Source: an optimization exercise on an open RTL-to-GDS flow (aim: small area, a short achievable clock period and few clock cycles). Production flows keep margins and buffers that such runs may drop. In this exercise RTL edits were held to simulation tests only and were not proved equivalent to the original. Power figures rest on the tool's default switching activity, not on a simulated workload.

==> flow/design.v <==
`default_nettype none
package exec_pkg;
  localparam int NUM_REGS = 16;
  localparam int APB_AW = 8;
  localparam int WORD_W = 64;
  typedef logic [WORD_W-1:0] word_t;
  typedef logic [3:0] reg_idx_t;
  typedef struct packed {
    logic c;
    logic v;
    logic n;
    logic z;
  } flags_t;
  typedef enum logic [3:0] {
    OP_ADD  = 4'd0,
    OP_SUB  = 4'd1,
    OP_AND  = 4'd2,
    OP_XOR  = 4'd3,
    OP_OR   = 4'd4,
    OP_SHL  = 4'd5,
    OP_SHR  = 4'd6,
    OP_SAR  = 4'd7,
    OP_SXT  = 4'd8,
    OP_MOVI = 4'd9,
    OP_ADDI = 4'd10
  } opcode_e;
  typedef enum logic [3:0] {
    COND_EQ, COND_NE, COND_CS, COND_CC,
    COND_MI, COND_PL, COND_VS, COND_VC,
    COND_HI, COND_LS, COND_GE, COND_LT,
    COND_GT, COND_LE, COND_AL, COND_NV
  } cond_e;
  localparam int CMD_FIELD_W = 4;
  localparam int CMD_OP_LSB = 0;
  localparam int CMD_COND_LSB = 4;
  localparam int CMD_RD_LSB = 8;
  localparam int CMD_RA_LSB = 12;
  localparam int CMD_RB_LSB = 16;
  typedef enum logic [APB_AW-1:0] {
    ADDR_CMD     = 8'h00,
    ADDR_IMM_LO  = 8'h04,
    ADDR_IMM_HI  = 8'h08,
    ADDR_REG_SEL = 8'h0C,
    ADDR_DATA_LO = 8'h10,
    ADDR_DATA_HI = 8'h14,
    ADDR_FLAGS   = 8'h18
  } apb_addr_e;
endpackage
`default_nettype wire
`timescale 1ns/1ps
`default_nettype none
module reg_file #(
  parameter int ENTRY_W = exec_pkg::WORD_W,
  parameter int NUM_REGS = exec_pkg::NUM_REGS
) (
  input wire clk,
  input wire [NUM_REGS-1:0] we,
  input wire [ENTRY_W-1:0] wdata,
  output logic [NUM_REGS-1:0][ENTRY_W-1:0] q
);
  for (genvar i = 0; i < NUM_REGS; i++) begin : g_ent
    always_ff @(posedge clk) begin
      if (we[i]) q[i] <= wdata;
    end
  end
endmodule
module reg_read #(
  parameter int ENTRY_W = exec_pkg::WORD_W,
  parameter int NUM_REGS = exec_pkg::NUM_REGS
) (
  input wire [NUM_REGS-1:0][ENTRY_W-1:0] q,
  input wire [NUM_REGS-1:0] sel,
  output logic [ENTRY_W-1:0] rdata
);
  always_comb begin
    rdata = '0;
    for (int i = 0; i < NUM_REGS; i++) begin
      rdata = rdata | ({ENTRY_W{sel[i]}} & q[i]);
    end
  end
endmodule
`default_nettype wire
`timescale 1ns/1ps
`default_nettype none
module alu_pre (
  input wire exec_pkg::word_t a,         
  input wire exec_pkg::word_t b,         
  input wire cin,
  output logic [15:0] blk_g,             
  output logic [15:0] blk_p              
);
  logic [63:0] g, p;
  assign g = a & b;
  assign p = a ^ b;
  always_comb begin
    for (int k = 0; k < 16; k++) begin
      logic g10, p10, g32, p32;
      g10 = g[4*k+1] | (p[4*k+1] & g[4*k]);
      p10 = p[4*k+1] & p[4*k];
      g32 = g[4*k+3] | (p[4*k+3] & g[4*k+2]);
      p32 = p[4*k+3] & p[4*k+2];
      blk_g[k] = g32 | (p32 & g10);
      blk_p[k] = p32 & p10;
    end
  end
endmodule
module int_alu (
  input wire exec_pkg::word_t a,
  input wire exec_pkg::word_t b,
  input wire cin,
  input wire [15:0] blk_g,
  input wire [15:0] blk_p,
  input wire sel_add,
  input wire sel_and,
  input wire sel_xor,
  input wire sel_or,
  input wire sel_shr,
  input wire sel_shl,
  input wire sar,
  output exec_pkg::word_t result,
  output logic c,
  output logic v,
  output logic z
);
  logic [63:0] g, p, sum;
  logic [16:0] bc;                       
  exec_pkg::word_t sh, sh_rev, other;
  assign g = a & b;
  assign p = a ^ b;
  always_comb begin
    logic [15:0] gg, pp, gn, pn;
    gg = blk_g;
    pp = blk_p;
    gg[0] = gg[0] | (pp[0] & cin);
    for (int l = 0; l < 4; l++) begin
      gn = gg;
      pn = pp;
      for (int k = 0; k < 16; k++) begin
        if ((k >> l) & 1) begin
          gn[k] = gg[k] | (pp[k] & gg[((k >> l) << l) - 1]);
          pn[k] = pp[k] & pp[((k >> l) << l) - 1];
        end
      end
      gg = gn;
      pp = pn;
    end
    bc[0] = cin;
    for (int k = 0; k < 16; k++) bc[k + 1] = gg[k];
  end
  always_comb begin
    for (int k = 0; k < 16; k++) begin
      logic [3:0] gg, pp, gn, pn;
      logic [3:0] ci;
      gg = g[4*k +: 4];
      pp = p[4*k +: 4];
      for (int l = 0; l < 2; l++) begin
        gn = gg;
        pn = pp;
        for (int j = 0; j < 4; j++) begin
          if ((j >> l) & 1) begin
            gn[j] = gg[j] | (pp[j] & gg[((j >> l) << l) - 1]);
            pn[j] = pp[j] & pp[((j >> l) << l) - 1];
          end
        end
        gg = gn;
        pp = pn;
      end
      ci[0] = bc[k];
      for (int j = 1; j < 4; j++) ci[j] = gg[j-1] | (pp[j-1] & bc[k]);
      sum[4*k +: 4] = p[4*k +: 4] ^ ci;
    end
  end
  assign c = bc[16];
  assign v = (a[63] == b[63]) & (sum[63] != a[63]);
  logic fill;
  exec_pkg::word_t sh0, sh1;
  assign fill = sar & a[63];
  always_comb begin
    case (b[1:0])
      2'd0: sh0 = a;
      2'd1: sh0 = {fill, a[63:1]};
      2'd2: sh0 = {{2{fill}}, a[63:2]};
      default: sh0 = {{3{fill}}, a[63:3]};
    endcase
    case (b[3:2])
      2'd0: sh1 = sh0;
      2'd1: sh1 = {{4{fill}}, sh0[63:4]};
      2'd2: sh1 = {{8{fill}}, sh0[63:8]};
      default: sh1 = {{12{fill}}, sh0[63:12]};
    endcase
    case (b[5:4])
      2'd0: sh = sh1;
      2'd1: sh = {{16{fill}}, sh1[63:16]};
      2'd2: sh = {{32{fill}}, sh1[63:32]};
      default: sh = {{48{fill}}, sh1[63:48]};
    endcase
  end
  for (genvar i = 0; i < 64; i++) begin : g_rev
    assign sh_rev[i] = sh[63-i];
  end
  assign other = ({64{sel_and}} & g) | ({64{sel_xor}} & p) | ({64{sel_or}} & (g | p));
  assign result = ({64{sel_add}} & sum) | other | ({64{sel_shr}} & sh) | ({64{sel_shl}} & sh_rev);
  logic [63:0] zt, keep;
  logic z_add, z_sh, z_logic;
  assign zt[0] = p[0] == cin;
  for (genvar i = 1; i < 64; i++) begin : g_z
    assign zt[i] = p[i] == (g[i-1] | p[i-1]);
  end
  assign z_add = &zt;
  for (genvar i = 0; i < 64; i++) begin : g_keep
    assign keep[i] = i >= b[5:0];
  end
  assign z_sh = !(|(a & keep)) && !fill;
  assign z_logic = other == '0;
  assign z = sel_add ? z_add : (sel_shr || sel_shl) ? z_sh : z_logic;
endmodule
`default_nettype wire
`timescale 1ns/1ps
`default_nettype none
module exec_ctrl (
  input wire exec_pkg::cond_e cond,
  input wire exec_pkg::flags_t f,
  output logic ok
);
  logic signs_ne;
  assign signs_ne = f.n ^ f.v;
  always_comb begin
    case (cond)
      exec_pkg::COND_EQ: ok = f.z;
      exec_pkg::COND_NE: ok = !f.z;
      exec_pkg::COND_CS: ok = f.c;
      exec_pkg::COND_CC: ok = !f.c;
      exec_pkg::COND_MI: ok = f.n;
      exec_pkg::COND_PL: ok = !f.n;
      exec_pkg::COND_VS: ok = f.v;
      exec_pkg::COND_VC: ok = !f.v;
      exec_pkg::COND_HI: ok = f.c && !f.z;
      exec_pkg::COND_LS: ok = !f.c || f.z;
      exec_pkg::COND_GE: ok = !signs_ne;
      exec_pkg::COND_LT: ok = signs_ne;
      exec_pkg::COND_GT: ok = !signs_ne && !f.z;
      exec_pkg::COND_LE: ok = signs_ne || f.z;
      exec_pkg::COND_AL: ok = 1'b1;
      default: ok = 1'b0;
    endcase
  end
endmodule
`default_nettype wire
`timescale 1ns/1ps
`default_nettype none
module exec_unit_top #(
  parameter int NUM_REGS = exec_pkg::NUM_REGS
) (
  input wire clk,
  input wire rst,
  input wire psel,
  input wire penable,
  input wire pwrite,
  input wire [exec_pkg::APB_AW-1:0] paddr,
  input wire [31:0] pwdata,
  output logic [31:0] prdata,
  output logic pready,
  output logic pslverr
);
  localparam int W = exec_pkg::WORD_W;
  logic [NUM_REGS-1:0][W-1:0] regs;
  logic [NUM_REGS-1:0] valid;        
  logic [NUM_REGS-1:0][3:0] flg;
  exec_pkg::word_t imm_q;
  logic imm_lo_v, imm_hi_v;          
  exec_pkg::word_t imm_v;
  exec_pkg::reg_idx_t sel_q;
  logic [31:0] lo_q;
  logic [NUM_REGS-1:0] oh_a_q, oh_b_q, ohf_a_q;
  logic fwd_a_q, fwd_b_q, fwdf_a_q;
  logic [NUM_REGS-1:0] dst_q;        
  logic cmd_q, hi_q;                 
  exec_pkg::cond_e cond_q;
  logic azero_q, shl_q, sxt_q, imm_b_q, sub_q, bzero_q;
  logic add_q, and_q, xor_q, or_q, shr_q, sar_q;
  logic imm_lo_q, imm_hi_q, sel_wr_q, lo_wr_q;
  logic [31:0] prdata_q;
  logic pslverr_q;
  logic pready_q;
  exec_pkg::word_t a_q, b_q;
  logic cin_q, xadd_q, xand_q, xxor_q, xor2_q, xshr_q, xshl_q, xsar_q;
  logic [15:0] blk_g_q, blk_p_q;
  logic [NUM_REGS-1:0] xw_q;         
  logic xfw_q;                       
  exec_pkg::word_t res_q;
  exec_pkg::flags_t resf_q;
  logic [NUM_REGS-1:0] w_q;
  logic fw_q;
  logic setup;
  logic is_cmd, is_imm_lo, is_imm_hi, is_sel, is_lo, is_hi, is_flags, mapped, sel_bad;
  exec_pkg::reg_idx_t op, rd, ra, rb, sel_next;
  logic op_valid;
  logic [NUM_REGS-1:0] oh_sel;
  logic [31:0] rd_mux;
  assign setup = psel && !penable;
  assign is_cmd = paddr == exec_pkg::ADDR_CMD;
  assign is_imm_lo = paddr == exec_pkg::ADDR_IMM_LO;
  assign is_imm_hi = paddr == exec_pkg::ADDR_IMM_HI;
  assign is_sel = paddr == exec_pkg::ADDR_REG_SEL;
  assign is_lo = paddr == exec_pkg::ADDR_DATA_LO;
  assign is_hi = paddr == exec_pkg::ADDR_DATA_HI;
  assign is_flags = paddr == exec_pkg::ADDR_FLAGS;
  assign mapped = is_cmd | is_imm_lo | is_imm_hi | is_sel | is_lo | is_hi | is_flags;
  assign sel_bad = pwrite && is_sel && (pwdata >= 32'(NUM_REGS));
  assign op = pwdata[exec_pkg::CMD_OP_LSB +: exec_pkg::CMD_FIELD_W];
  assign rd = pwdata[exec_pkg::CMD_RD_LSB +: exec_pkg::CMD_FIELD_W];
  assign ra = pwdata[exec_pkg::CMD_RA_LSB +: exec_pkg::CMD_FIELD_W];
  assign rb = pwdata[exec_pkg::CMD_RB_LSB +: exec_pkg::CMD_FIELD_W];
  assign op_valid = op <= exec_pkg::OP_ADDI;
  assign imm_v = {imm_q[63:32] & {32{imm_hi_v}}, imm_q[31:0] & {32{imm_lo_v}}};
  assign sel_next = sel_wr_q ? exec_pkg::reg_idx_t'(pwdata) : sel_q;
  for (genvar i = 0; i < NUM_REGS; i++) begin : g_dec
    assign oh_sel[i] = sel_q == i;
  end
  logic [NUM_REGS-1:0] ix_a, ix_b, valid_next;
  assign valid_next = valid | w_q;
  for (genvar i = 0; i < NUM_REGS; i++) begin : g_ix
    assign ix_a[i] = (setup && pwrite) ? (ra == i) : (sel_next == i);
    assign ix_b[i] = rb == i;
  end
  always_ff @(posedge clk) begin
    if (rst) begin
      oh_a_q <= '0;
      oh_b_q <= '0;
      ohf_a_q <= '0;
      fwd_a_q <= 1'b0;
      fwd_b_q <= 1'b0;
      fwdf_a_q <= 1'b0;
    end else begin
      oh_a_q <= ix_a & valid_next & ~xw_q;
      oh_b_q <= ix_b & valid_next & ~xw_q;
      ohf_a_q <= ix_a & ~(xw_q & {NUM_REGS{xfw_q}});
      fwd_a_q <= |(ix_a & xw_q);
      fwd_b_q <= |(ix_b & xw_q);
      fwdf_a_q <= |(ix_a & xw_q) && xfw_q;
    end
  end
  always_ff @(posedge clk) begin
    for (int i = 0; i < NUM_REGS; i++) begin
      dst_q[i] <= is_cmd ? (rd == i) : oh_sel[i];
    end
    cond_q <= exec_pkg::cond_e'(pwdata[exec_pkg::CMD_COND_LSB +: exec_pkg::CMD_FIELD_W]);
    azero_q <= !is_cmd || op == exec_pkg::OP_MOVI;
    shl_q <= op == exec_pkg::OP_SHL;
    sxt_q <= op == exec_pkg::OP_SXT;
    imm_b_q <= op == exec_pkg::OP_MOVI || op == exec_pkg::OP_ADDI;
    sub_q <= is_cmd && op == exec_pkg::OP_SUB;
    bzero_q <= op == exec_pkg::OP_SXT;
    add_q <= !is_cmd || op == exec_pkg::OP_ADD || op == exec_pkg::OP_SUB ||
             op == exec_pkg::OP_ADDI || op == exec_pkg::OP_MOVI || op == exec_pkg::OP_SXT;
    and_q <= op == exec_pkg::OP_AND;
    xor_q <= op == exec_pkg::OP_XOR;
    or_q <= op == exec_pkg::OP_OR;
    shr_q <= op == exec_pkg::OP_SHR || op == exec_pkg::OP_SAR;
    sar_q <= op == exec_pkg::OP_SAR;
    prdata_q <= rd_mux;
    pslverr_q <= !mapped || sel_bad;
  end
  always_ff @(posedge clk) begin
    if (rst) begin
      cmd_q <= 1'b0;
      hi_q <= 1'b0;
      imm_lo_q <= 1'b0;
      imm_hi_q <= 1'b0;
      sel_wr_q <= 1'b0;
      lo_wr_q <= 1'b0;
      pready_q <= 1'b1;
    end else begin
      cmd_q <= setup && pwrite && is_cmd && op_valid;
      hi_q <= setup && pwrite && is_hi;
      imm_lo_q <= setup && pwrite && is_imm_lo;
      imm_hi_q <= setup && pwrite && is_imm_hi;
      sel_wr_q <= setup && pwrite && is_sel && !sel_bad;
      lo_wr_q <= setup && pwrite && is_lo;
      pready_q <= !(setup && !pwrite && (is_lo || is_hi || is_flags) && |(xw_q & oh_sel));
    end
  end
  exec_pkg::word_t va, vb, ra_v, rb_v;
  exec_pkg::flags_t fa;
  reg_read #(.ENTRY_W(W), .NUM_REGS(NUM_REGS)) rd_a (.q(regs), .sel(oh_a_q), .rdata(ra_v));
  reg_read #(.ENTRY_W(W), .NUM_REGS(NUM_REGS)) rd_b (.q(regs), .sel(oh_b_q), .rdata(rb_v));
  assign va = ra_v | (res_q & {W{fwd_a_q}});
  assign vb = rb_v | (res_q & {W{fwd_b_q}});
  always_comb begin
    fa = '0;
    for (int i = 0; i < NUM_REGS; i++) begin
      if (ohf_a_q[i]) fa = fa | exec_pkg::flags_t'(flg[i]);
    end
    if (fwdf_a_q) fa = fa | resf_q;
  end
  always_comb begin
    case (paddr[4:2])
      3'd1: rd_mux = imm_v[31:0];
      3'd2: rd_mux = imm_v[63:32];
      3'd3: rd_mux = 32'(sel_q);
      3'd4: rd_mux = va[31:0];
      3'd5: rd_mux = va[63:32];
      3'd6: rd_mux = 32'(fa);
      default: rd_mux = '0;
    endcase
    if (!mapped) rd_mux = '0;
  end
  logic cond_ok;
  exec_pkg::word_t a_d, b_d;
  logic [15:0] blk_g, blk_p;
  exec_ctrl cc (.cond(cond_q), .f(fa), .ok(cond_ok));
  always_comb begin
    if (azero_q) begin
      a_d = '0;
    end else if (shl_q) begin
      for (int i = 0; i < W; i++) a_d[i] = va[W-1-i];
    end else if (sxt_q) begin
      a_d = {{32{va[31]}}, va[31:0]};
    end else begin
      a_d = va;
    end
  end
  always_comb begin
    if (hi_q) begin
      b_d = {pwdata, lo_q};
    end else if (imm_b_q) begin
      b_d = imm_v;
    end else if (sub_q) begin
      b_d = ~vb;
    end else if (bzero_q) begin
      b_d = '0;
    end else begin
      b_d = vb;
    end
  end
  alu_pre pre (.a(a_d), .b(b_d), .cin(sub_q), .blk_g(blk_g), .blk_p(blk_p));
  always_ff @(posedge clk) begin
    a_q <= a_d;
    b_q <= b_d;
    cin_q <= sub_q;
    xadd_q <= add_q;
    xand_q <= and_q;
    xxor_q <= xor_q;
    xor2_q <= or_q;
    xshr_q <= shr_q;
    xshl_q <= shl_q;
    xsar_q <= sar_q;
    blk_g_q <= blk_g;
    blk_p_q <= blk_p;
  end
  always_ff @(posedge clk) begin
    if (rst) begin
      xw_q <= '0;
      xfw_q <= 1'b0;
    end else begin
      xw_q <= dst_q & {NUM_REGS{(cmd_q && cond_ok) || hi_q}};
      xfw_q <= cmd_q && cond_ok;
    end
  end
  exec_pkg::word_t result;
  logic res_c, res_v, res_z;
  int_alu alu (
    .a(a_q), .b(b_q), .cin(cin_q), .blk_g(blk_g_q), .blk_p(blk_p_q),
    .sel_add(xadd_q), .sel_and(xand_q), .sel_xor(xxor_q), .sel_or(xor2_q),
    .sel_shr(xshr_q), .sel_shl(xshl_q), .sar(xsar_q),
    .result(result), .c(res_c), .v(res_v), .z(res_z)
  );
  always_ff @(posedge clk) begin
    res_q <= result;
    resf_q.c <= xadd_q && res_c;
    resf_q.v <= xadd_q && res_v;
    resf_q.n <= result[W-1];
    resf_q.z <= res_z;
  end
  always_ff @(posedge clk) begin
    if (rst) begin
      w_q <= '0;
      fw_q <= 1'b0;
    end else begin
      w_q <= xw_q;
      fw_q <= xfw_q;
    end
  end
  reg_file #(.ENTRY_W(W), .NUM_REGS(NUM_REGS)) data_rf (
    .clk, .we(w_q), .wdata(res_q), .q(regs)
  );
  always_ff @(posedge clk) begin
    if (rst) begin
      valid <= '0;
      flg <= '0;
      imm_lo_v <= 1'b0;
      imm_hi_v <= 1'b0;
      sel_q <= '0;
    end else begin
      valid <= valid | w_q;
      for (int i = 0; i < NUM_REGS; i++) begin
        if (w_q[i] && fw_q) flg[i] <= resf_q;
      end
      if (imm_lo_q) imm_lo_v <= 1'b1;
      if (imm_hi_q) imm_hi_v <= 1'b1;
      if (sel_wr_q) sel_q <= exec_pkg::reg_idx_t'(pwdata);
    end
  end
  always_ff @(posedge clk) begin
    if (imm_lo_q) imm_q[31:0] <= pwdata;
    if (imm_hi_q) imm_q[63:32] <= pwdata;
    if (lo_wr_q) lo_q <= pwdata;
  end
  assign pready = pready_q;
  assign pslverr = pslverr_q;
  assign prdata = prdata_q;
endmodule
`default_nettype wire
==> flow/flow/run.sh <==
#!/bin/bash
set -euo pipefail
MARGIN=$(cat flow/margin.txt)
bash standard.sh SETUP_SLACK_MARGIN="$MARGIN" \
  BUFFER_PORTS_ARGS="-buffer_cell sky130_fd_sc_hd__buf_4" finish > standard_flow.log 2>&1
==> flow/flow/margin.txt <==
6.5
==> flow/standard.sh <==
#!/bin/bash
# synth_recipe.tcl (not shown) runs the flow's synth.tcl, then flattens the netlist and writes it again
# the make line also repeats each setting of config.mk as NAME=value (left out here)
make -C /OpenROAD-flow-scripts/flow DESIGN_CONFIG=/design/flow/config.mk WORK_HOME=/design/flow/orfs CLKGATE_MAP_FILE= SYNTH_SCRIPT=/design/flow/synth_recipe.tcl "${@:-finish}"
==> flow/config.mk <==
export PLATFORM = sky130hd
export DESIGN_NAME = exec_unit_top
export DESIGN_NICKNAME = exec_unit_top
export VERILOG_FILES = /design/flow/design.v
export SDC_FILE = /design/flow/constraint.sdc
export NUM_CORES = 4
export LEC_CHECK = 0
export CAP_MARGIN = 20
export CORE_MARGIN = 2
export CORE_UTILIZATION = 40
export PLACE_DENSITY = 0.6
export SETUP_SLACK_MARGIN = 5
export SLEW_MARGIN = 20
==> flow/constraint.sdc <==
create_clock -name core_clock -period 10.0 [get_ports {clk}]
set_input_delay 2.0000 -clock core_clock [delete_from_list [all_inputs] [get_ports {clk}]]
set_output_delay 2.0000 -clock core_clock [all_outputs]
set_load 0.01 [all_outputs]
==> metrics.cfg, run 1 <==
[synthesis]
synth_edf_count=1120
ys.flop_type=edfxtp_1
yosys_warnings=6
synth_top_area_cell=edfxtp_1
async_flop_share_pct=0
yosysMostFrequentCell=edfxtp_1
syn_area_mm2=0.07506
yosys-top-cells-area=edfxtp_1 45%, dfxtp_1 13%, a22oi_1 7.5%
synth_seq_area_share_pct=57.53
synth_top_area_share_pct=44.81
ys_ff_latch=1597
ys_top_cells_by_count=1120 x edfxtp_1, 749 x a22oi_1, 477 x dfxtp_1, 392 x nor2_1, 379 x clkbuf_1
netlist_instances=6366
synth_cell_type_count=85
syn_nets=6619
synth_area_per_cell_um2=11.79

[timing]
relSlewSlack_pct=14.52
setup_viol=0
rsz0062_at_grt=yes
fin_skew_ns=0.04120
worst_pin_slew_ns=1.282
max_freq_ghz=0.2763
finalSetupTns_ns=0
fin_hold_ws_ns=0.3271
fin_crit_ns=3.619
setup_ws_ns=6.381
period_share_pct=36.19
hold_viol_final=0
drv_slew=0

[final_layout]
design_area_mm2=0.08599
fin_util_pct=46.22
nNetsFinal=6574
drive_gt1_share_pct=14.60
synthToLayoutAreaGrowth_pct=14.56
stdcell_count=8955

[route]
drtPass1Iterations=10
num_vias=64470
post-route-drc-count=0
dr.first_iter.drc_count=13440
vias_per_cell=7.200
detail-route-antenna-nets=0
detail_route.wl_per_cell_um=40.76
wl_mm=365.0

[clock_tree]
clk_pin_slew_ns=0.06
cts_buffers=168
tritoncts=yes
cts_buffer_depth=3
cts_hold_buffers=0
clock_sinks=1597
clk_latency_ns=0.85
h-tree-depth=4
cts_root_buf=clkbuf_16

[power]
finalPower_mw=13.86
p_leak_nw=29.89
peakVddDrop_mv=0.1292
p_per_area_mw_per_mm2=161.2

[run_status]
status=finished clean

[setup_path]
crit_path_max_incr_delay_ns=0.77
r2r_cells=5
r2r_slack_ns=6.38
required_ns=10.63
startpoint_type=register
path_cells=inv_1 > mux4_2 > mux4_2 > mux4_2 > o211ai_1
cp_num_buf_inv=1
end_kind=register
crit_slowest_cell=o211ai_1
worst_path_most_repeated_cell=mux4_2
critical_path_class=register to register
rr_endpoint=res_q[22]
cp_max_fo=5
crit_arrival_ns=4.25
r2r_start=a_q[61]
cp_top_family=multiplexers

[die]
num_rows=158
fp.dieW_um=437.2
die_y_um=437.2
die_area_mm2=0.1911
core_mm2=0.1860
io_pins=79
start_util_pct=40.35

[grt]
grt_max_degree=82
grt_usage_pct=36.24
gr-total-overflow=0
antenna_found_initial=28
grt_pass1_wl_mm=486.9
grt_pass1_vias=59080

[placed_design]
dp.cells=8567
portBuffers=78
dp_hpwl_mm=232.7
place.gp.congestion=1.111
place_ws_ns=5.402
post_dp_cell_area_mm2=0.07808

[hold_path]
hold_depth=0
worst_hold_path_type=register to register
min_to=xadd_q
min_from=add_q

[job]
max_cap_viol_count=0

sequential cells by signal, indices dropped and copies added, names as in the netlist, 32 cells and up:
register	cells
lo_q	32
prdata_q	32
a_q	64
b_q	64
res_q	63
data_rf.q	1024
imm_q	64
flg	64
repair_timing:
item,CTS,global route
pin swaps,4,15
gates cloned,0,5
setup buffers,13,45
setup endpoints to repair,99,47
resized for setup,180,133
hold endpoints to repair,0,0
logic make-up (layout without fill, tap and decap cells):
kind of cell / Yosys count / count (layout) / share of synthesized area (%)
AO/OA/AOI/OAI: 2004 / 2004 / 19.56
XOR/XNOR: 70 / 70 / 0.8168
adder cells (fa/ha/maj): 210 / 210 / 3.654
buffers and inverters: 715 / 814 / 3.744
flip-flops: 1597 / 1597 / 57.53
multiplexers: 294 / 294 / 5.296
other: 0 / 9 / 0
AND/OR/NAND/NOR: 1476 / 1477 / 9.397
cell type report:
| cell class | instances | area (µm²) |
|---|---|---|
| Multi-Input combinational cell | 4055 | 29760 |
| Antenna cell | 9 | 22.52 |
| Clock inverter | 88 | 1280 |
| Tap cell | 2480 | 3103 |
| Fill cell | 16630 | 100000 |
| Timing Repair Buffer | 278 | 2920 |
| Clock buffer | 227 | 4619 |
| Inverter | 221 | 832.0 |
| Sequential cell | 1597 | 43450 |
worst reg2reg max path, cell delays in order, from the launching register on:
cell and delay, ns:
dfxtp_1 0.62, inv_1 0.24, mux4_2 0.61, mux4_2 0.58
mux4_2 0.59, o211ai_1 0.77
per-layer routing:
| metal | GRT usage [%] | share of wire [%] | vias to the layer above | wire length, µm |
|---|---|---|---|---|
| li1 | - | - | 25250 | - |
| met1 | 48.06 | 36 | 31580 | 131800 |
| met2 | 51.09 | 41 | 6194 | 147900 |
| met3 | 11.28 | 15 | 1425 | 55190 |
| met4 | 23.20 | 8.2 | 20 | 29960 |
| met5 | 0 | 0.034 | - | 125 |
how the worst max path moves through the flow:
stage                    from  depth (start not counted)  slack, ns           to
finish                a_q[61]                          5       6.38    res_q[22]
global route        oh_b_q[1]                         14       6.43  blk_g_q[12]
CTS                 oh_a_q[2]                         13       6.37  blk_g_q[14]
detailed placement    penable                          9       5.40     fwdf_a_q
global placement      penable                          9       5.28     fwdf_a_q
floorplan              pwrite                         10       6.37     fwdf_a_q
cell usage in the layout (no fill, tap or decap), types with 190 or more instances in the layout:
cell type	Yosys	final
inv_1	217	217
nand3_1	319	315
nand2_1	345	336
dfxtp_1	477	384
ha_1	192	192
a221oi_1	197	190
a22oi_1	749	749
o21ai_0	264	248
a21oi_1	231	229
nor2_1	392	334
edfxtp_1	1120	1120
buf_4	8	194
power by group:
| part | internal, mW | total (mW) | switching (mW) |
|---|---|---|---|
| logic | 0.0296 | 0.154 | 0.124 |
| clock network | 3.89 | 6.72 | 2.83 |
| registers | 6.98 | 6.99 | 0.0117 |
| total | 10.9 | 13.9 | 2.97 |
Testbench counts, summed over its fixed seeds: cycles 9,648.
==> inputs of run 2 (changes only) <==
--- a/flow/config.mk
+++ b/flow/config.mk
@@ -10,2 +10,4 @@
 export CORE_UTILIZATION = 40
+export CTS_CLUSTER_DIAMETER = 80
+export CTS_CLUSTER_SIZE = 24
 export PLACE_DENSITY = 0.6
==> metrics.cfg, run 2 <==
[clock_tree]
clk_latency_ns=0.80
h-tree-depth=3
cts_buffers=91
clk_pin_slew_ns=0.10
clock_sinks=1597
cts_root_buf=clkbuf_16
cts_buffer_depth=3
tritoncts=yes

[setup_path]
required_ns=10.61
end_kind=register
path_cells=o21ai_1 > o21a_1 > nor4b_2 > o211ai_1 > a21oi_1 > o31ai_1 > nor2b_1 > o311ai_1
crit_path_max_incr_delay_ns=0.89
crit_arrival_ns=4.20
cp_max_fo=3
critical_path_class=register to register
crit_slowest_cell=o311ai_1
cp_num_buf_inv=0
startpoint_type=register
cp_top_family=compound AO/OA/AOI/OAI gates

[power]
peakVddDrop_mv=0.1329
p_sw_mw=2.573
finalPower_mw=11.50
power_frac_clock_pct=38.0
intPower_mw=8.931
p_per_area_mw_per_mm2=138.4
pwr-share-seq_pct=60.7
p_leak_nw=28.51
p_comb_share_pct=1.3
p_sw_share_pct=22.37

[die]
core_mm2=0.1860
start_util_pct=40.35
die_y_um=437.2
num_rows=158
io_pins=79
die_area_mm2=0.1911
fp.dieW_um=437.2

[route]
vias_per_cell=7.235
drtPass1Iterations=10
detail-route-antenna-nets=0
post-route-drc-count=0
num_vias=63740
wl_mm=361.8
dr.first_iter.drc_count=12590
detail_route.wl_per_cell_um=41.06

[synthesis]
yosys-top-cells-area=edfxtp_1 45%, dfxtp_1 13%, a22oi_1 7.5%
netlist_instances=6366
synth_top_area_share_pct=44.81
synth_seq_area_share_pct=57.53
ys.flop_type=edfxtp_1
async_flop_share_pct=0
syn_area_mm2=0.07506
ys_top_cells_by_count=1120 x edfxtp_1, 749 x a22oi_1, 477 x dfxtp_1, 392 x nor2_1, 379 x clkbuf_1
yosys_warnings=6
synth_area_per_cell_um2=11.79
ys_ff_latch=1597
synth_top_area_cell=edfxtp_1
syn_nets=6619
synth_cell_type_count=85
synth_edf_count=1120
yosysMostFrequentCell=edfxtp_1

[placed_design]
dp_hpwl_mm=232.7
portBuffers=78
place.gp.congestion=1.111
dp.cells=8567

[grt]
grt_pass1_vias=58040
gr-total-overflow=0
grt_usage_pct=36.00
antenna_found_initial=25
grt_max_degree=82
grt_pass1_wl_mm=483.6

[job]
max_cap_viol_count=0

[final_layout]
stdcell_count=8810
final_cell_mix=1120 x edfxtp_1, 749 x a22oi_1, 383 x dfxtp_1
largest_reg_flops=1024
fillerInstances=16870
fin_util_pct=44.68
synthToLayoutAreaGrowth_pct=10.74
nNetsFinal=6496
drive_gt1_share_pct=12.96
mostFrequentLayoutCell=edfxtp_1
top_register=data_rf.q

[timing]
finalSetupTns_ns=0
setup_viol=0
fin_crit_ns=3.591
drv_slew=0
period_share_pct=35.91
worst_pin_slew_ns=1.207
relSlewSlack_pct=19.42
hold_viol_final=0
fin_skew_ns=0.08045
max_freq_ghz=0.2784
rsz0062_at_grt=yes

[run_status]
status=finished clean

[hold_path]
worst_hold_path_type=register to register

## run 2: cell types whose count changed in the layout (fill, tap and decap cells not counted), moves of 8 or more
cell	before	now
clkbuf_16	174	99
clkinv_2	26	0
bufinv_16	23	2
clkbuf_8	17	3
clkbuf_1	41	28
nor2_2	44	31
buf_12	25	17
clkinv_1	10	2
## run 2: final timing paths
| path | startpoint | endpoint | slack (ns) | cells past startpoint |
|---|---|---|---|---|
| setup / recovery | blk_p_q[2] | resf_q[1] | 6.41 | 8 |
| hold / removal | sar_q | xsar_q | 0.32 | 0 |
| setup reg to reg | blk_p_q[2] | resf_q[1] | 6.41 | 8 |
| hold reg to reg | sar_q | xsar_q | 0.32 | 0 |
## run 2: cell families after synthesis
kind of cell	after synthesis	share of synthesized area, %
fa+ha+maj	210	3.654
simple gates	1476	9.397
compound gates	2004	19.56
xor+xnor	70	0.8168
mux	294	5.296
flops	1597	57.53
buf+inv	715	3.744
## run 2: repair_timing
item                                    in CTS  in global routing
setup buffers                               17                 40
pin swaps                                    5                 18
hold buffers                                 0                  0
cloned                                       0                  5
endpoints found under the setup margin      95                 49
resized for setup                          177                130
## run 2: routing by layer
metal | up-vias | wire length [µm] | track usage [%]
li1 | 25030 | - | -
met1 | 31420 | 131900 | 48.10
met2 | 6010 | 147100 | 50.71
met3 | 1259 | 52860 | 10.52
met4 | 24 | 29750 | 23.35
met5 | - | 152 | 0
## run 2: power by group through the flow
stage / logic [mW] / clock network [mW] / registers [mW]
global route: 0.155 / 4.59 / 6.98
CTS: 0.144 / 4.37 / 6.98
global placement: 0.142 / 0 / 7.13
finish: 0.153 / 4.37 / 6.98
floorplan: 0.0660 / 0 / 7.14
detailed placement: 0.142 / 0 / 7.13
## run 2: area by class of cell
class	count	area (µm²)	area share, %
Clock buffer	124	2479	2.982
Inverter	221	834.6	1.004
Multi-Input combinational cell	4055	29800	35.85
Clock inverter	46	591.8	0.7120
Timing Repair Buffer	277	2838	3.414
Antenna cell	10	25.02	0.03010
Sequential cell	1597	43450	52.28
Tap cell	2480	3103	3.733
## run 2: stage by stage
step	hold slack, ns	setup slack, ns	instance area, µm²
final	0.3239	6.409	83120
after global routing	0.3337	6.461	83100
after CTS	0.3274	6.331	82100
after detailed placement	0.3120	5.402	78080
after global placement	0.3123	5.282	78080
after floorplan	0.3096	6.372	75110
==> inputs of run 3 (changes only) <==
==> flow/flow/margin.txt (replaced) <==
6.6
==> metrics.cfg, run 3 <==
[synthesis]
synth_seq_area_share_pct=57.53
synth_top_area_share_pct=44.81
yosys_warnings=6
async_flop_share_pct=0
netlist_instances=6366
ys_ff_latch=1597
syn_nets=6619
yosys-top-cells-area=edfxtp_1 45%, dfxtp_1 13%, a22oi_1 7.5%
synth_top_area_cell=edfxtp_1
syn_area_mm2=0.07506
yosysMostFrequentCell=edfxtp_1
ys_top_cells_by_count=1120 x edfxtp_1, 749 x a22oi_1, 477 x dfxtp_1, 392 x nor2_1, 379 x clkbuf_1
synth_cell_type_count=85
synth_area_per_cell_um2=11.79
ys.flop_type=edfxtp_1
synth_edf_count=1120

[die]
core_mm2=0.1860
num_rows=158
die_area_mm2=0.1911
die_y_um=437.2
io_pins=79
fp.dieW_um=437.2
start_util_pct=40.35

[placed_design]
portBuffers=78
place.gp.congestion=1.111
post_dp_cell_area_mm2=0.07808
dp_hpwl_mm=232.7

[timing]
relSlewSlack_pct=16.49
period_share_pct=35.62
setup_viol=0
finalSetupTns_ns=0
fin_skew_ns=0.07829
drv_slew=0
fin_hold_ws_ns=0.3268
max_freq_ghz=0.2807
rsz0062_at_grt=yes
worst_pin_slew_ns=1.251
fin_crit_ns=3.562
hold_viol_final=0

[setup_path]
critical_path_class=register to register
rr_endpoint=res_q[52]
r2r_start=blk_g_q[5]
cp_max_fo=4
r2r_slack_ns=6.44
required_ns=10.55
crit_arrival_ns=4.11
startpoint_type=register
r2r_cells=8
end_kind=register

[power]
p_leak_nw=28.66
p_sw_share_pct=22.46
p_sw_mw=2.587
p_per_area_mw_per_mm2=137.8
peakVddDrop_mv=0.1329
pwr-share-seq_pct=60.6
power_frac_clock_pct=38.1
intPower_mw=8.931
p_comb_share_pct=1.3

[clock_tree]
cts_buffers=91
clock_sinks=1597
cts_root_buf=clkbuf_16
clk_pin_slew_ns=0.09
h-tree-depth=3
cts_hold_buffers=0
tritoncts=yes
cts_buffer_depth=3
clk_latency_ns=0.80

[final_layout]
top_register=data_rf.q
final_cell_mix=1120 x edfxtp_1, 749 x a22oi_1, 372 x dfxtp_1
design_area_mm2=0.08361
largest_reg_flops=1024
drive_gt1_share_pct=13.74
fillerInstances=16830
regArea_mm2=0.04348
fin_util_pct=44.94
nNetsFinal=6507
mostFrequentLayoutCell=edfxtp_1
multi_input_area_mm2=0.02999
synthToLayoutAreaGrowth_pct=11.39

[run_status]
status=finished clean

[grt]
grt_pass1_vias=58400
grt_usage_pct=36.56
grt_pass1_wl_mm=489.8
antenna_found_initial=28
grt_max_degree=82
gr-total-overflow=0

[hold_path]
min_from=sar_q
hold_depth=0
worst_hold_path_type=register to register
min_to=xsar_q

[route]
detail_route.wl_per_cell_um=41.51
post-route-drc-count=0
dr.first_iter.drc_count=13320
vias_per_cell=7.210
detail-route-antenna-nets=0
wl_mm=366.2
num_vias=63600
drtPass1Iterations=10

[job]
max_cap_viol_count=0

run 3: final cells by class:
type                       instances  share of cell area, %
sequential                      1597                  52.01
timing repair buffer             288                  3.711
inverter                         221                 0.9982
antenna                           11                0.03292
multi-input combinational       4055                  35.87
tap                             2480                  3.711
clock buffer                     124                  2.965
clock inverter                    46                 0.7079
run 3: cells by family (layout without fill, tap and decap cells):
family                   count (synthesis)  after routing  share of synthesized area, %
XOR/XNOR                                70             70                        0.8168
AO/OA/AOI/OAI                         2004           2004                         19.56
other                                    0             11                             0
flip-flops                            1597           1597                         57.53
AND/OR/NAND/NOR                       1476           1477                         9.397
adder cells (fa/ha/maj)                210            210                         3.654
multiplexers                           294            294                         5.296
buffers and inverters                  715            679                         3.744
run 3: worst max path at each step:
stage | start | to | slack (ns) | cells past startpoint
5_1_grt | oh_b_q[2] | blk_g_q[13] | 6.50 | 13
2_1_floorplan | pwrite | fwdf_a_q | 6.37 | 10
6_report | blk_g_q[5] | res_q[52] | 6.44 | 8
3_3_place_gp | penable | fwdf_a_q | 5.28 | 9
4_1_cts | oh_a_q[7] | blk_g_q[14] | 6.47 | 13
3_5_place_dp | penable | fwdf_a_q | 5.40 | 9
run 3: what timing repair did:
action	4_1_cts	5_1_grt
pin swaps	7	32
buffers inserted	35	34
endpoints found under the hold margin	0	0
resized for setup	245	147
setup endpoints to repair	125	48
cloned	0	5
run 3: through the flow:
stage,total power [mW],setup WS (ns),cells
floorplan,7.208,6.372,6366
global placement,7.276,5.282,8567
detailed placement,7.276,5.402,8567
CTS,11.49,6.468,8772
global route,11.73,6.501,8811
finish,11.52,6.438,8822
run 3: power groups by stage:
stage,Sequential (mW),Clock (mW),Combinational [mW]
floorplan,7.14,0,0.0660
global placement,7.13,0,0.142
detailed placement,7.13,0,0.142
CTS,6.98,4.37,0.144
global route,6.98,4.59,0.156
finish,6.98,4.38,0.155
run 3: metal layers:
layer,GRT usage [%],part of all wire (%)
met2,51.35,40
met4,24.34,8.6
met3,11.16,15
met5,0,0.036
met1,48.41,36
run 3: critical path, cell delays in order, from the launching register on:
cell and delay, ns:
dfxtp_1 0.43, a21o_1 0.24, a21oi_1 0.30, o21ai_0 0.20, o211ai_1 0.52, nand2_1 0.44, fa_1 0.59, a221oi_1 0.27
o21ai_0 0.32
==> inputs of run 4 (changes only) <==
--- a/flow/design.v
+++ b/flow/design.v
@@ -119,2 +119,3 @@
   input wire sar,
+  input wire sel_sxt,
   output exec_pkg::word_t result,
@@ -201,3 +202,4 @@
   assign other = ({64{sel_and}} & g) | ({64{sel_xor}} & p) | ({64{sel_or}} & (g | p));
-  assign result = ({64{sel_add}} & sum) | other | ({64{sel_shr}} & sh) | ({64{sel_shl}} & sh_rev);
+  assign result = ({64{sel_add}} & sum) | other | ({64{sel_shr}} & sh) | ({64{sel_shl}} & sh_rev) |
+                  ({64{sel_sxt}} & {{32{a[31]}}, a[31:0]});
   logic [63:0] zt, keep;
@@ -214,3 +216,3 @@
   assign z_logic = other == '0;
-  assign z = sel_add ? z_add : (sel_shr || sel_shl) ? z_sh : z_logic;
+  assign z = sel_add ? z_add : (sel_shr || sel_shl) ? z_sh : sel_sxt ? (a[31:0] == '0) : z_logic;
 endmodule
@@ -285,3 +287,3 @@
   exec_pkg::word_t a_q, b_q;
-  logic cin_q, xadd_q, xand_q, xxor_q, xor2_q, xshr_q, xshl_q, xsar_q;
+  logic cin_q, xadd_q, xand_q, xxor_q, xor2_q, xshr_q, xshl_q, xsar_q, xsxt_q;
   logic [15:0] blk_g_q, blk_p_q;
@@ -354,3 +356,3 @@
     add_q <= !is_cmd || op == exec_pkg::OP_ADD || op == exec_pkg::OP_SUB ||
-             op == exec_pkg::OP_ADDI || op == exec_pkg::OP_MOVI || op == exec_pkg::OP_SXT;
+             op == exec_pkg::OP_ADDI || op == exec_pkg::OP_MOVI;
     and_q <= op == exec_pkg::OP_AND;
@@ -416,4 +418,2 @@
       for (int i = 0; i < W; i++) a_d[i] = va[W-1-i];
-    end else if (sxt_q) begin
-      a_d = {{32{va[31]}}, va[31:0]};
     end else begin
@@ -447,2 +447,3 @@
     xsar_q <= sar_q;
+    xsxt_q <= sxt_q;
     blk_g_q <= blk_g;
@@ -464,3 +465,3 @@
     .sel_add(xadd_q), .sel_and(xand_q), .sel_xor(xxor_q), .sel_or(xor2_q),
-    .sel_shr(xshr_q), .sel_shl(xshl_q), .sar(xsar_q),
+    .sel_shr(xshr_q), .sel_shl(xshl_q), .sar(xsar_q), .sel_sxt(xsxt_q),
     .result(result), .c(res_c), .v(res_v), .z(res_z)
==> flow/flow/margin.txt (replaced) <==
6.65
==> metrics.cfg, run 4 <==
[run_status]
status=finished clean

[clock_tree]
clk_latency_ns=0.80
tritoncts=yes
clk_pin_slew_ns=0.10
cts_buffers=90
cts_buffer_depth=3
cts_root_buf=clkbuf_16
h-tree-depth=3
cts_hold_buffers=0
clock_sinks=1598

[placed_design]
place_ws_ns=5.711
dp.cells=8711
place.gp.congestion=1.075
portBuffers=78
post_dp_cell_area_mm2=0.07859
dp_hpwl_mm=237.6

[setup_path]
r2r_slack_ns=6.37
path_cells=inv_1 > ha_1 > a22oi_1 > o21ai_0 > buf_4 > nand2b_1 > nor3_4 > nand4_1 > nor3_1 > o2111ai_1 > nand3_1
end_kind=register
crit_arrival_ns=4.35
required_ns=10.72
startpoint_type=register
critical_path_class=register to register
crit_path_max_incr_delay_ns=0.83
crit_slowest_cell=dfxtp_1
cp_max_fo=8

[synthesis]
ys_ff_latch=1598
synthAdderAreaFrac_pct=3.630
synthMuxAreaShare_pct=5.049
synth_top_family_by_area=compound AO/OA/AOI/OAI gates
synth_xor_area_share_pct=0.8462
synth_cell_type_count=88
ys.flop_type=edfxtp_1
netlist_instances=6500
syn_area_mm2=0.07555
synth_seq_area_share_pct=57.18
yosys_warnings=6
syn_nets=6753
synth_compound_area_share_pct=19.60
async_flop_share_pct=0
synth_area_per_cell_um2=11.62
ys_top_cells_by_count=1120 x edfxtp_1, 786 x a22oi_1, 478 x dfxtp_1, 441 x nand2_1, 418 x nor2_1
yosysMostFrequentCell=edfxtp_1
yosys-top-cells-area=edfxtp_1 45%, dfxtp_1 13%, a22oi_1 7.8%
yosys.area_share.simple_pct=10.07
synth_top_area_cell=edfxtp_1
synth_edf_count=1120
synth_top_area_share_pct=44.51

[final_layout]
mostFrequentLayoutCell=edfxtp_1
fin_util_pct=44.97
final_cell_mix=1120 x edfxtp_1, 786 x a22oi_1, 437 x nand2_1
largest_reg_flops=1024
nNetsFinal=6667
synthToLayoutAreaGrowth_pct=11.79
drive_gt1_share_pct=13.71
top_register=data_rf.q
stdcell_count=8994
fillerInstances=17010
design_area_mm2=0.08446

[timing]
hold_viol_final=0
relSlewSlack_pct=14.64
setup_ws_ns=6.368
period_share_pct=36.32
rsz0062_at_grt=yes
drv_slew=0
fin_crit_ns=3.632
setup_viol=0
fin_skew_ns=0.04951
max_freq_ghz=0.2753
finalSetupTns_ns=0
worst_pin_slew_ns=1.279

[power]
p_leak_nw=28.98
p_per_area_mw_per_mm2=136.2
peakVddDrop_mv=0.1215

[route]
vias_per_cell=7.250
num_vias=65200
drtPass1Iterations=13
detail_route.wl_per_cell_um=41.61
detail-route-antenna-nets=0
dr.first_iter.drc_count=14140
post-route-drc-count=0
wl_mm=374.2

[die]
num_rows=159
io_pins=79
start_util_pct=40.23
core_mm2=0.1878
fp.dieW_um=438.6
die_area_mm2=0.1924
die_y_um=438.6

[grt]
grt_max_degree=83
grt_pass1_wl_mm=500.4
antenna_found_initial=25
grt_pass1_vias=60040
grt_usage_pct=37.10
gr-total-overflow=0

[job]
max_cap_viol_count=0

[hold_path]
worst_hold_path_type=register to register

-- run 4: cell count changes in the layout (fill, tap and decap cells not counted), sizes merged, moves of 23 or more --
cell,delta
and3,-23
a311oi,+24
nor2,+25
a221oi,-58
inv,-33
buf,+41
nand2,+96
a22oi,+37
-- run 4: what timing repair did --
item | 4_1_cts | 5_1_grt
endpoints found under the setup margin | 121 | 57
resized for setup | 276 | 128
pin swaps | 11 | 36
cloned | 2 | 1
buffers inserted | 46 | 56
-- run 4: cells by family (layout without fill, tap and decap cells) --
kind of cell             after synthesis  after routing
XOR/XNOR                              73             73
AO/OA/AOI/OAI                       2021           2021
AND/OR/NAND/NOR                     1616           1616
flip-flops                          1598           1598
multiplexers                         286            286
other                                  0              9
adder cells (fa/ha/maj)              210            210
buffers and inverters                696            686
-- run 4: area by class of cell --
type / count / area [µm²] / share of cell area, %
Timing Repair Buffer: 328 / 3632 / 4.300
Antenna cell: 9 / 22.52 / 0.02667
Sequential cell: 1598 / 43550 / 51.56
Clock inverter: 47 / 604.3 / 0.7155
Inverter: 190 / 721.9 / 0.8548
Multi-Input combinational cell: 4206 / 30380 / 35.97
Clock buffer: 121 / 2431 / 2.878
Tap cell: 2495 / 3122 / 3.696
-- run 4: layer usage --
layer | up-vias | global-route usage (%) | share of wire, %
met5 | - | 0 | 0.029
met4 | 16 | 24.42 | 8.5
met3 | 1413 | 10.75 | 15
met2 | 6215 | 53.22 | 41
met1 | 32000 | 48.69 | 36
li1 | 25560 | - | -
-- run 4: report_power, final --
group | internal (mW) | switching (mW)
Clock | 1.91 | 2.44
Combinational | 0.0328 | 0.131
Sequential | 6.97 | 0.0110
-- run 4: path summary, 6_finish.rpt --
kind                     to  cells after the start  startpoint
setup / recovery  resf_q[0]                     11     a_q[60]
hold reg to reg      xxor_q                      0       xor_q
setup reg to reg  resf_q[0]                     11     a_q[60]
hold / removal       xxor_q                      0       xor_q
-- run 4: through the flow --
step	hold WS (ns)	power, mW
floorplan	0.3096	7.216
CTS	0.3346	11.47
finish	0.3343	11.50
global placement	0.3116	7.289
global route	0.3412	11.71
detailed placement	0.3128	7.289
-- run 4: critical path: cells and delay by family (launching register included) --
kind | cells | cell delay (ns)
AOI/OAI and AO/OA | 3 | 0.61
buffers and inverters | 2 | 0.46
adders and majority gates | 1 | 0.50
DFF | 1 | 0.83
and+or+nand+nor | 5 | 1.13
Testbench counts of run 4, summed over its fixed seeds: cycles 9,648.
==> inputs of run 5 (changes only) <==
--- a/flow/config.mk
+++ b/flow/config.mk
@@ -9,6 +9,6 @@
 export CORE_MARGIN = 2
-export CORE_UTILIZATION = 40
+export CORE_UTILIZATION = 55
 export CTS_CLUSTER_DIAMETER = 80
 export CTS_CLUSTER_SIZE = 24
-export PLACE_DENSITY = 0.6
+export PLACE_DENSITY = 0.7
 export SETUP_SLACK_MARGIN = 5
==> metrics.cfg, run 5 <==
[run_status]
status=finished clean

[hold_path]
worst_hold_path_type=register to register

[clock_tree]
tritoncts=yes
cts_hold_buffers=0
clk_pin_slew_ns=0.10
cts_buffer_depth=3
cts_buffers=85
clk_latency_ns=0.79
cts_root_buf=clkbuf_16
h-tree-depth=3
clock_sinks=1598

[die]
core_mm2=0.1360
io_pins=79
fp.dieW_um=374.6
die_y_um=374.6
die_area_mm2=0.1404
num_rows=135
start_util_pct=55.56

[final_layout]
mostFrequentLayoutCell=edfxtp_1
nNetsFinal=6633
final_cell_mix=1120 x edfxtp_1, 785 x a22oi_1, 435 x nand2_1
top_register=data_rf.q
largest_reg_flops=1024
drive_gt1_share_pct=13.32
synthToLayoutAreaGrowth_pct=9.966
fin_util_pct=61.10

[synthesis]
ys_top_cells_by_count=1120 x edfxtp_1, 786 x a22oi_1, 478 x dfxtp_1, 441 x nand2_1, 418 x nor2_1
ys_ff_latch=1598
synth_edf_count=1120
netlist_instances=6500
yosysMostFrequentCell=edfxtp_1
synth_area_per_cell_um2=11.62
ys.flop_type=edfxtp_1
yosys_warnings=6
synth_seq_area_share_pct=57.18
syn_nets=6753
synth_top_area_share_pct=44.51
syn_area_mm2=0.07555
async_flop_share_pct=0
synth_cell_type_count=88
yosys-top-cells-area=edfxtp_1 45%, dfxtp_1 13%, a22oi_1 7.8%
synth_top_area_cell=edfxtp_1

[job]
max_cap_viol_count=0

[grt]
gr-total-overflow=0
grt_max_degree=92
antenna_found_initial=41
grt_usage_pct=49.41
grt_pass1_vias=60110
grt_pass1_wl_mm=486.0

[timing]
finalSetupTns_ns=0
period_share_pct=35.53
max_freq_ghz=0.2815
drv_slew=0
setup_ws_ns=6.447
hold_viol_final=0
setup_viol=0
worst_pin_slew_ns=1.330
fin_hold_ws_ns=0.3156
fin_crit_ns=3.553
relSlewSlack_pct=11.34
fin_skew_ns=0.07308
rsz0062_at_grt=yes

[route]
detail_route.wl_per_cell_um=44.00
dr.first_iter.drc_count=15890
drtPass1Iterations=14
detail-route-antenna-nets=0
met3_wirelength_mm=65.39
wl_met1_mm=120.0
highest_layer=met5
wl_met2_mm=141.4
wl_mm=362.8
vias_per_cell=8.036
num_vias=66260
post-route-drc-count=0

[setup_path]
end_kind=register
crit_arrival_ns=4.27
cp_max_fo=7
required_ns=10.72
startpoint_type=register
critical_path_class=register to register

[power]
p_per_area_mw_per_mm2=135.1
p_leak_nw=28.57
peakVddDrop_mv=0.1765

[placed_design]
portBuffers=78
place.gp.congestion=1.122
dp_hpwl_mm=230.9
place_ws_ns=5.556

-- run 5: cell counts after synthesis --
No cell type changed its count.
-- run 5: path summary, 6_finish.rpt --
check                from        end  slack (ns)  cells after the start
setup / recovery  a_q[61]  resf_q[0]        6.45                     10
hold / removal      and_q     xand_q        0.32                      0
setup reg to reg  a_q[61]  resf_q[0]        6.45                     10
hold reg to reg     and_q     xand_q        0.32                      0
-- run 5: cell type report --
type | count | area, µm²
Sequential cell | 1598 | 43510
Fill cell | 10640 | 52890
Timing Repair Buffer | 298 | 3120
Tap cell | 1781 | 2228
Inverter | 190 | 715.7
Clock inverter | 29 | 414.1
Multi-Input combinational cell | 4207 | 30720
Antenna cell | 16 | 40.04
Clock buffer | 127 | 2336
-- run 5: timing repair --
action	in CTS	in global routing
resized for setup	224	181
pin swaps	9	52
cloned	1	5
setup endpoints to repair	121	69
buffers inserted	19	50
-- run 5: report_power, final --
part / switching (mW) / leakage [nW] / internal [mW]
combinational: 0.120 / 12.8 / 0.0323
clock: 2.35 / 1.32 / 1.74
sequential: 0.0131 / 14.4 / 6.97
-- run 5: per-stage QoR --
step	cell area, µm²	instances	total power [mW]
2_1_floorplan	75580	6500	7.216
3_5_place_dp	77780	7998	7.276
6_report	83080	8246	11.23
3_3_place_gp	77770	7998	7.276
4_1_cts	81680	8174	11.17
5_1_grt	83050	8232	11.40
-- run 5: worst max-delay path: stages (launching register included) --
cell and delay (ns):
dfxtp_1 0.71, inv_1 0.10, ha_1 0.43, a22oi_1 0.17
o21ai_1 0.34, or4_1 0.71, nor3_4 0.47, nand4_1 0.14
nor3_1 0.17, o2111ai_1 0.14, nand3_1 0.12
-- run 5: kinds of logic after synthesis --
kind of cell | synth area share [%]
multiplexers | 5.049
AND/OR/NAND/NOR | 10.07
XOR/XNOR | 0.8462
adder cells (fa/ha/maj) | 3.630
AO/OA/AOI/OAI | 19.60
flip-flops | 57.18
buffers and inverters | 3.625
-- run 5: metal layers --
metal  global-route usage (%)  vias to the layer above
met5                   0.2401                        -
li1                         -                    25480
met2                    67.02                     7249
met3                    19.89                     1689
met1                    63.70                    31810
met4                    35.67                       36
==> inputs of run 6 (changes only) <==
--- a/flow/design.v
+++ b/flow/design.v
@@ -153,3 +153,3 @@
       logic [3:0] gg, pp, gn, pn;
-      logic [3:0] ci;
+      logic [3:0] c0, c1;
       gg = g[4*k +: 4];
@@ -168,5 +168,9 @@
       end
-      ci[0] = bc[k];
-      for (int j = 1; j < 4; j++) ci[j] = gg[j-1] | (pp[j-1] & bc[k]);
-      sum[4*k +: 4] = p[4*k +: 4] ^ ci;
+      c0[0] = 1'b0;
+      c1[0] = 1'b1;
+      for (int j = 1; j < 4; j++) begin
+        c0[j] = gg[j-1];
+        c1[j] = gg[j-1] | pp[j-1];
+      end
+      sum[4*k +: 4] = bc[k] ? (p[4*k +: 4] ^ c1) : (p[4*k +: 4] ^ c0);
     end
==> flow/flow/run.sh (replaced) <==
#!/bin/bash
set -euo pipefail
read -r MARGIN MARGIN_ROUTE < flow/margin.txt
bash standard.sh SETUP_SLACK_MARGIN="$MARGIN" \
  BUFFER_PORTS_ARGS="-buffer_cell sky130_fd_sc_hd__buf_4" cts > standard_flow_to_cts.log 2>&1
bash standard.sh SETUP_SLACK_MARGIN="$MARGIN_ROUTE" \
  BUFFER_PORTS_ARGS="-buffer_cell sky130_fd_sc_hd__buf_4" finish > standard_flow_finish.log 2>&1
==> flow/flow/margin.txt (replaced) <==
6.6 6.85
--- a/flow/config.mk
+++ b/flow/config.mk
@@ -9,6 +9,6 @@
 export CORE_MARGIN = 2
-export CORE_UTILIZATION = 55
+export CORE_UTILIZATION = 40
 export CTS_CLUSTER_DIAMETER = 80
 export CTS_CLUSTER_SIZE = 24
-export PLACE_DENSITY = 0.7
+export PLACE_DENSITY = 0.6
 export SETUP_SLACK_MARGIN = 5
==> metrics.cfg, run 6 <==
[synthesis]
synth_top_area_cell=edfxtp_1
syn_area_mm2=0.07524
ys_ff_latch=1598
yosysMostFrequentCell=edfxtp_1
async_flop_share_pct=0
ys.flop_type=edfxtp_1
ys_top_cells_by_count=1120 x edfxtp_1, 791 x a22oi_1, 478 x dfxtp_1, 440 x nand2_1, 394 x nor2_1
synth_seq_area_share_pct=57.42
synth_top_area_share_pct=44.70
synth_edf_count=1120
yosys-top-cells-area=edfxtp_1 45%, dfxtp_1 13%, a22oi_1 7.9%
yosys_warnings=6
syn_nets=6693
synth_cell_type_count=87
synth_area_per_cell_um2=11.65
netlist_instances=6456

[final_layout]
largest_reg_flops=1024
top_register=data_rf.q
design_area_mm2=0.08705
fillerInstances=16880
final_cell_mix=1120 x edfxtp_1, 790 x a22oi_1, 433 x nand2_1
mostFrequentLayoutCell=edfxtp_1
drive_gt1_share_pct=17.80
nNetsFinal=6715
synthToLayoutAreaGrowth_pct=15.69

[setup_path]
startpoint_type=register
cp_max_fo=7
end_kind=register
critical_path_class=register to register
required_ns=10.64
crit_arrival_ns=4.13
r2r_cells=10

[die]
num_rows=159
io_pins=79
core_mm2=0.1874
die_area_mm2=0.1916
die_y_um=437.7
start_util_pct=40.15
fp.dieW_um=437.7

[power]
power_frac_clock_pct=38.1
peakVddDrop_mv=0.1570
p_per_area_mw_per_mm2=132.8
p_sw_share_pct=23.18
p_comb_share_pct=1.6
p_sw_mw=2.680
intPower_mw=8.882
p_leak_nw=29.64
pwr-share-seq_pct=60.4

[timing]
finalSetupTns_ns=0
relSlewSlack_pct=17.02
max_freq_ghz=0.2868
fin_skew_ns=0.06018
fin_crit_ns=3.486
fin_hold_ws_ns=0.3275
rsz0062_at_grt=yes
drv_slew=0
period_share_pct=34.86
worst_pin_slew_ns=1.245
hold_viol_final=0
setup_viol=0

[route]
dr.first_iter.drc_count=13880
num_vias=65930
wl_mm=390.5
vias_per_cell=7.275
drtPass1Iterations=10
detail_route.wl_per_cell_um=43.09
post-route-drc-count=0
detail-route-antenna-nets=0

[clock_tree]
cts_hold_buffers=0
h-tree-depth=3
cts_buffer_depth=3
clk_pin_slew_ns=0.10
clk_latency_ns=0.81
cts_buffers=92
tritoncts=yes
cts_root_buf=clkbuf_16
clock_sinks=1598

[grt]
grt_max_degree=81
antenna_found_initial=26
gr-total-overflow=0
grt_usage_pct=37.85
grt_pass1_vias=59460
grt_pass1_wl_mm=506.0

[hold_path]
worst_hold_path_type=register to register
hold_depth=0

[placed_design]
post_dp_cell_area_mm2=0.07832
dp_hpwl_mm=244.3
portBuffers=78
place.gp.congestion=1.071

[job]
max_cap_viol_count=0

[run_status]
status=finished clean

## run 6: cell types whose count changed after synthesis, sizes merged, moves of 16 or more
| cell | change |
|---|---|
| or3 | -17 |
| xnor2 | +34 |
| and3 | +18 |
| nor2 | -24 |
| o21ai | -21 |
| nand3 | -28 |
| a21oi | +22 |
| o22ai | +17 |
| fa | -16 |
## run 6: kinds of logic (layout without fill, tap and decap cells)
logic type / count (synthesis) / count (layout) / synth area share (%)
flops: 1598 / 1598 / 57.42
mux: 288 / 288 / 5.104
xor+xnor: 96 / 96 / 1.136
simple gates: 1549 / 1551 / 9.697
buf+inv: 686 / 786 / 3.582
other cells: 0 / 10 / 0
fa+ha+maj: 192 / 192 / 3.193
compound gates: 2047 / 2047 / 19.87
## run 6: worst max-delay path, stage by stage (launching register included)
cell and delay, ns:
dfxtp_1 0.67, inv_1 0.30, ha_1 0.54, nand2_1 0.12, o21ai_0 0.10, a21oi_2 0.50
and4b_1 0.44, nand3_1 0.17, nor3_4 0.24, o211ai_1 0.12, o311ai_1 0.13
## run 6: final timing paths
path	to	slack, ns	start
worst max-delay path	resf_q[0]	6.51	a_q[36]
worst min-delay path	xsar_q	0.33	sar_q
worst max register to register	resf_q[0]	6.51	a_q[36]
worst min register to register	xsar_q	0.33	sar_q
## run 6: timing repair
| item | 4_1_cts | 5_1_grt |
|---|---|---|
| cloned | 3 | 29 |
| pin swaps | 6 | 156 |
| resized for setup | 245 | 547 |
| endpoints found under the setup margin | 116 | 197 |
| setup buffers | 27 | 154 |
| hold endpoints to repair | 0 | 0 |
## run 6: final cells by class
cell class                      instances  area, µm²  area share [%]
Inverter                              185      714.4          0.8207
Sequential cell                      1598      43650           50.14
Clock buffer                          123       2471           2.839
Multi-Input combinational cell       4174      31280           35.94
Timing Repair inverter                  1      5.005        0.005749
Antenna cell                           10      25.02         0.02875
Clock inverter                         51      651.9          0.7489
Tap cell                             2495       3122           3.586
Timing Repair Buffer                  426       5129           5.892
## run 6: power groups by stage
stage          Sequential [mW]  Combinational [mW]  Clock [mW]
2_1_floorplan             7.15              0.0746           0
3_3_place_gp              7.14               0.155           0
3_5_place_dp              7.14               0.155           0
4_1_cts                   6.98               0.160        4.39
5_1_grt                   6.98               0.181        4.62
6_report                  6.98               0.182        4.40
## run 6: per-layer routing
layer  GRT usage, %  share of wire [%]  up-vias
li1               -                  -    25670
met1          49.70                 36    32550
met2          55.11                 41     6299
met3          10.46                 15     1402
met4          23.99                8.4       14
met5              0              0.035        -
## run 6: through the flow
step / std cells / total power, mW / worst slack, ns / utilization, %
detailed placement: 8665 / 7.299 / 5.794 / 41.79
CTS: 8869 / 11.53 / 6.452 / 44.16
floorplan: 6456 / 7.220 / 6.510 / -
global placement: 8664 / 7.298 / 5.768 / 41.78
finish: 9063 / 11.56 / 6.514 / 46.45
global route: 9053 / 11.78 / 6.564 / 46.44
Testbench counts of run 6, summed over its fixed seeds: cycles 9,648.
==> inputs of run 7 (changes only) <==
==> flow/flow/run.sh (replaced) <==
#!/bin/bash
set -euo pipefail
MARGIN=$(cat flow/margin.txt)
bash standard.sh SETUP_SLACK_MARGIN="$MARGIN" \
  BUFFER_PORTS_ARGS="-buffer_cell sky130_fd_sc_hd__buf_4" \
  CTS_ARGS="-sink_clustering_enable -repair_clock_nets -sink_clustering_size 24 -sink_clustering_max_diameter 80 -dont_use_dummy_load" \
  finish > standard_flow.log 2>&1
==> flow/flow/margin.txt (replaced) <==
6.55
==> metrics.cfg, run 7 <==
[timing]
setup_viol=0
rsz0062_at_grt=yes
finalSetupTns_ns=0
relSlewSlack_pct=18.19
fin_hold_ws_ns=0.3315
period_share_pct=36.96
fin_skew_ns=0.1400
max_freq_ghz=0.2706
fin_crit_ns=3.696
hold_viol_final=0
drv_slew=0
worst_pin_slew_ns=1.227

[synthesis]
syn_nets=6693
syn_area_mm2=0.07524
synth_top_area_share_pct=44.70
async_flop_share_pct=0
ys.flop_type=edfxtp_1
yosys_warnings=6
synth_edf_count=1120
ys_ff_latch=1598
synth_seq_area_share_pct=57.42
netlist_instances=6456
ys_top_cells_by_count=1120 x edfxtp_1, 791 x a22oi_1, 478 x dfxtp_1, 440 x nand2_1, 394 x nor2_1
yosysMostFrequentCell=edfxtp_1
synth_cell_type_count=87
yosys-top-cells-area=edfxtp_1 45%, dfxtp_1 13%, a22oi_1 7.9%
synth_top_area_cell=edfxtp_1
synth_area_per_cell_um2=11.65

[power]
p_per_area_mw_per_mm2=132.5
power_frac_clock_pct=34.6
peakVddDrop_mv=0.1330
p_comb_share_pct=1.6
intPower_mw=8.622
p_sw_share_pct=21.29
pwr-share-seq_pct=63.8
p_leak_nw=27.94
p_sw_mw=2.331

[final_layout]
nNetsFinal=6580
fin_util_pct=44.13
top_register=data_rf.q
drive_gt1_share_pct=12.05
synthToLayoutAreaGrowth_pct=9.908
final_cell_mix=1120 x edfxtp_1, 790 x a22oi_1, 436 x nand2_1
mostFrequentLayoutCell=edfxtp_1
stdcell_count=8842
largest_reg_flops=1024

[route]
post-route-drc-count=0
detail_route.wl_per_cell_um=43.14
detail-route-antenna-nets=0
dr.first_iter.drc_count=13520
drtPass1Iterations=12
num_vias=64750
vias_per_cell=7.323
wl_mm=381.4

[clock_tree]
cts_buffer_depth=3
h-tree-depth=3
cts_hold_buffers=0
clk_latency_ns=0.81
clk_pin_slew_ns=0.09
clock_sinks=1598
cts_root_buf=clkbuf_16
cts_buffers=91
tritoncts=yes

[placed_design]
dp_hpwl_mm=242.9
place.gp.congestion=1.068
portBuffers=78
dp.cells=8669

[grt]
gr-total-overflow=0
grt_max_degree=101
grt_pass1_vias=60090
grt_pass1_wl_mm=510.2
antenna_found_initial=22
grt_usage_pct=38.27

[setup_path]
required_ns=10.59
r2r_cells=9
cp_max_fo=7
critical_path_class=register to register
end_kind=register
crit_arrival_ns=4.28
startpoint_type=register

[run_status]
status=finished clean

[die]
core_mm2=0.1874
num_rows=159
die_y_um=437.7
die_area_mm2=0.1916
io_pins=79
start_util_pct=40.15
fp.dieW_um=437.7

[hold_path]
worst_hold_path_type=register to register
hold_depth=0

[job]
max_cap_viol_count=0

## run 7: cell counts after synthesis
Identical to the previous run, type by type.
## run 7: worst max-delay path: stages (launching register included)
cell      delay, ns
dfxtp_2        0.60
inv_1          0.09
ha_1           0.42
a222oi_1       0.79
nand4_1        0.42
nor4_1         0.42
nand4_1        0.22
nor3_4         0.26
o211ai_1       0.14
o311ai_1       0.16
## run 7: cell type report
cell class | count | area (µm²)
diodes | 6 | 15.01
clock buffers | 91 | 2277
fillers | 17300 | 104700
inverters | 185 | 700.7
multi-input cells | 4173 | 29930
flip-flops and latches | 1598 | 43500
well taps | 2495 | 3122
repair buffers | 294 | 3149
## run 7: per-stage QoR
step	area (µm²)	power, mW	setup slack, ns
5_1_grt	82680	11.15	6.350
3_5_place_dp	78380	7.300	5.644
2_1_floorplan	75340	7.220	6.510
3_3_place_gp	78310	7.300	5.659
6_report	82700	10.95	6.304
4_1_cts	81740	10.92	6.349
## run 7: power by group through the flow
stage               clock network (mW)  logic, mW  registers [mW]
CTS                               3.77      0.158            6.99
finish                            3.79      0.171            6.99
global placement                     0      0.155            7.15
global route                      3.99      0.170            6.99
detailed placement                   0      0.156            7.14
floorplan                            0     0.0744            7.15
## run 7: kinds of logic after synthesis
kind of cell               Yosys count  synth area share (%)
muxes                              288                 5.104
AOI/OAI and AO/OA                 2047                 19.87
and+or+nand+nor                   1549                 9.697
buffers and inverters              686                 3.582
adders and majority gates          192                 3.193
DFF                               1598                 57.42
xor gates and xnor gates            96                 1.136
## run 7: worst paths after layout
path,startpoint,endpoint,slack [ns]
setup / recovery,a_q[49],resf_q[0],6.30
hold / removal,and_q,xand_q,0.33
setup reg to reg,a_q[49],resf_q[0],6.30
hold reg to reg,and_q,xand_q,0.33
## run 7: what timing repair did
action | CTS | global route
resized for setup | 183 | 118
cloned | 1 | 1
setup endpoints to repair | 121 | 41
setup buffers | 23 | 47
pin swaps | 3 | 22
hold endpoints to repair | 0 | 0
## run 7: per-layer routing
| metal | GRT usage (%) | wire length [µm] | vias to the layer above |
|---|---|---|---|
| met5 | 0 | 134 | - |
| met4 | 26.25 | 33050 | 20 |
| met3 | 11.04 | 53630 | 1459 |
| met2 | 54.94 | 157300 | 6146 |
| met1 | 49.80 | 137300 | 31840 |
| li1 | - | - | 25290 |

[re-timing with driven ports]
How much do the figures lean on ideal ports? The routed layouts below were timed once more, with nothing changed but the port constraints.
Step 1, drivers: a clkbuf_16 drives clk and a buf_2 each remaining input, both assumed.
Step 2 also shifts input and output timing later by t, the mid clock arrival at the registers, as if the neighbouring blocks saw the same clock.
Slacks: ideal ports / drivers / drivers and shift; pairs: ideal ports / drivers.
| run | t (ns) | setup slack, ns | hold WS [ns] | worst data-port slew with drivers (ns) |
|---|---|---|---|---|
| run 1 | 0.915 | 6.381 / 6.381 / 5.830 | 0.327 / 0.327 / 0.327 | 0.11 |
| run 2 | 0.854 | 6.409 / 6.409 / 5.916 | 0.324 / 0.324 / 0.324 | 0.10 |
| run 3 | 0.857 | 6.438 / 6.438 / 5.924 | 0.327 / 0.327 / 0.327 | 0.10 |
| run 4 | 0.871 | 6.368 / 6.368 / 5.796 | 0.334 / 0.334 / 0.334 | 0.15 |
| run 5 | 0.851 | 6.447 / 6.447 / 5.843 | 0.316 / 0.316 / 0.316 | 0.15 |
| run 6 | 0.872 | 6.514 / 6.514 / 5.991 | 0.327 / 0.327 / 0.327 | 0.08 |
| run 7 | 0.834 | 6.304 / 6.304 / 5.791 | 0.331 / 0.331 / 0.331 | 0.05 |
After both steps setup and hold are still met in every run listed. For run 5, which loses most, drivers alone change the setup slack by 0.000 ns; drivers and shift together by -0.604 ns.
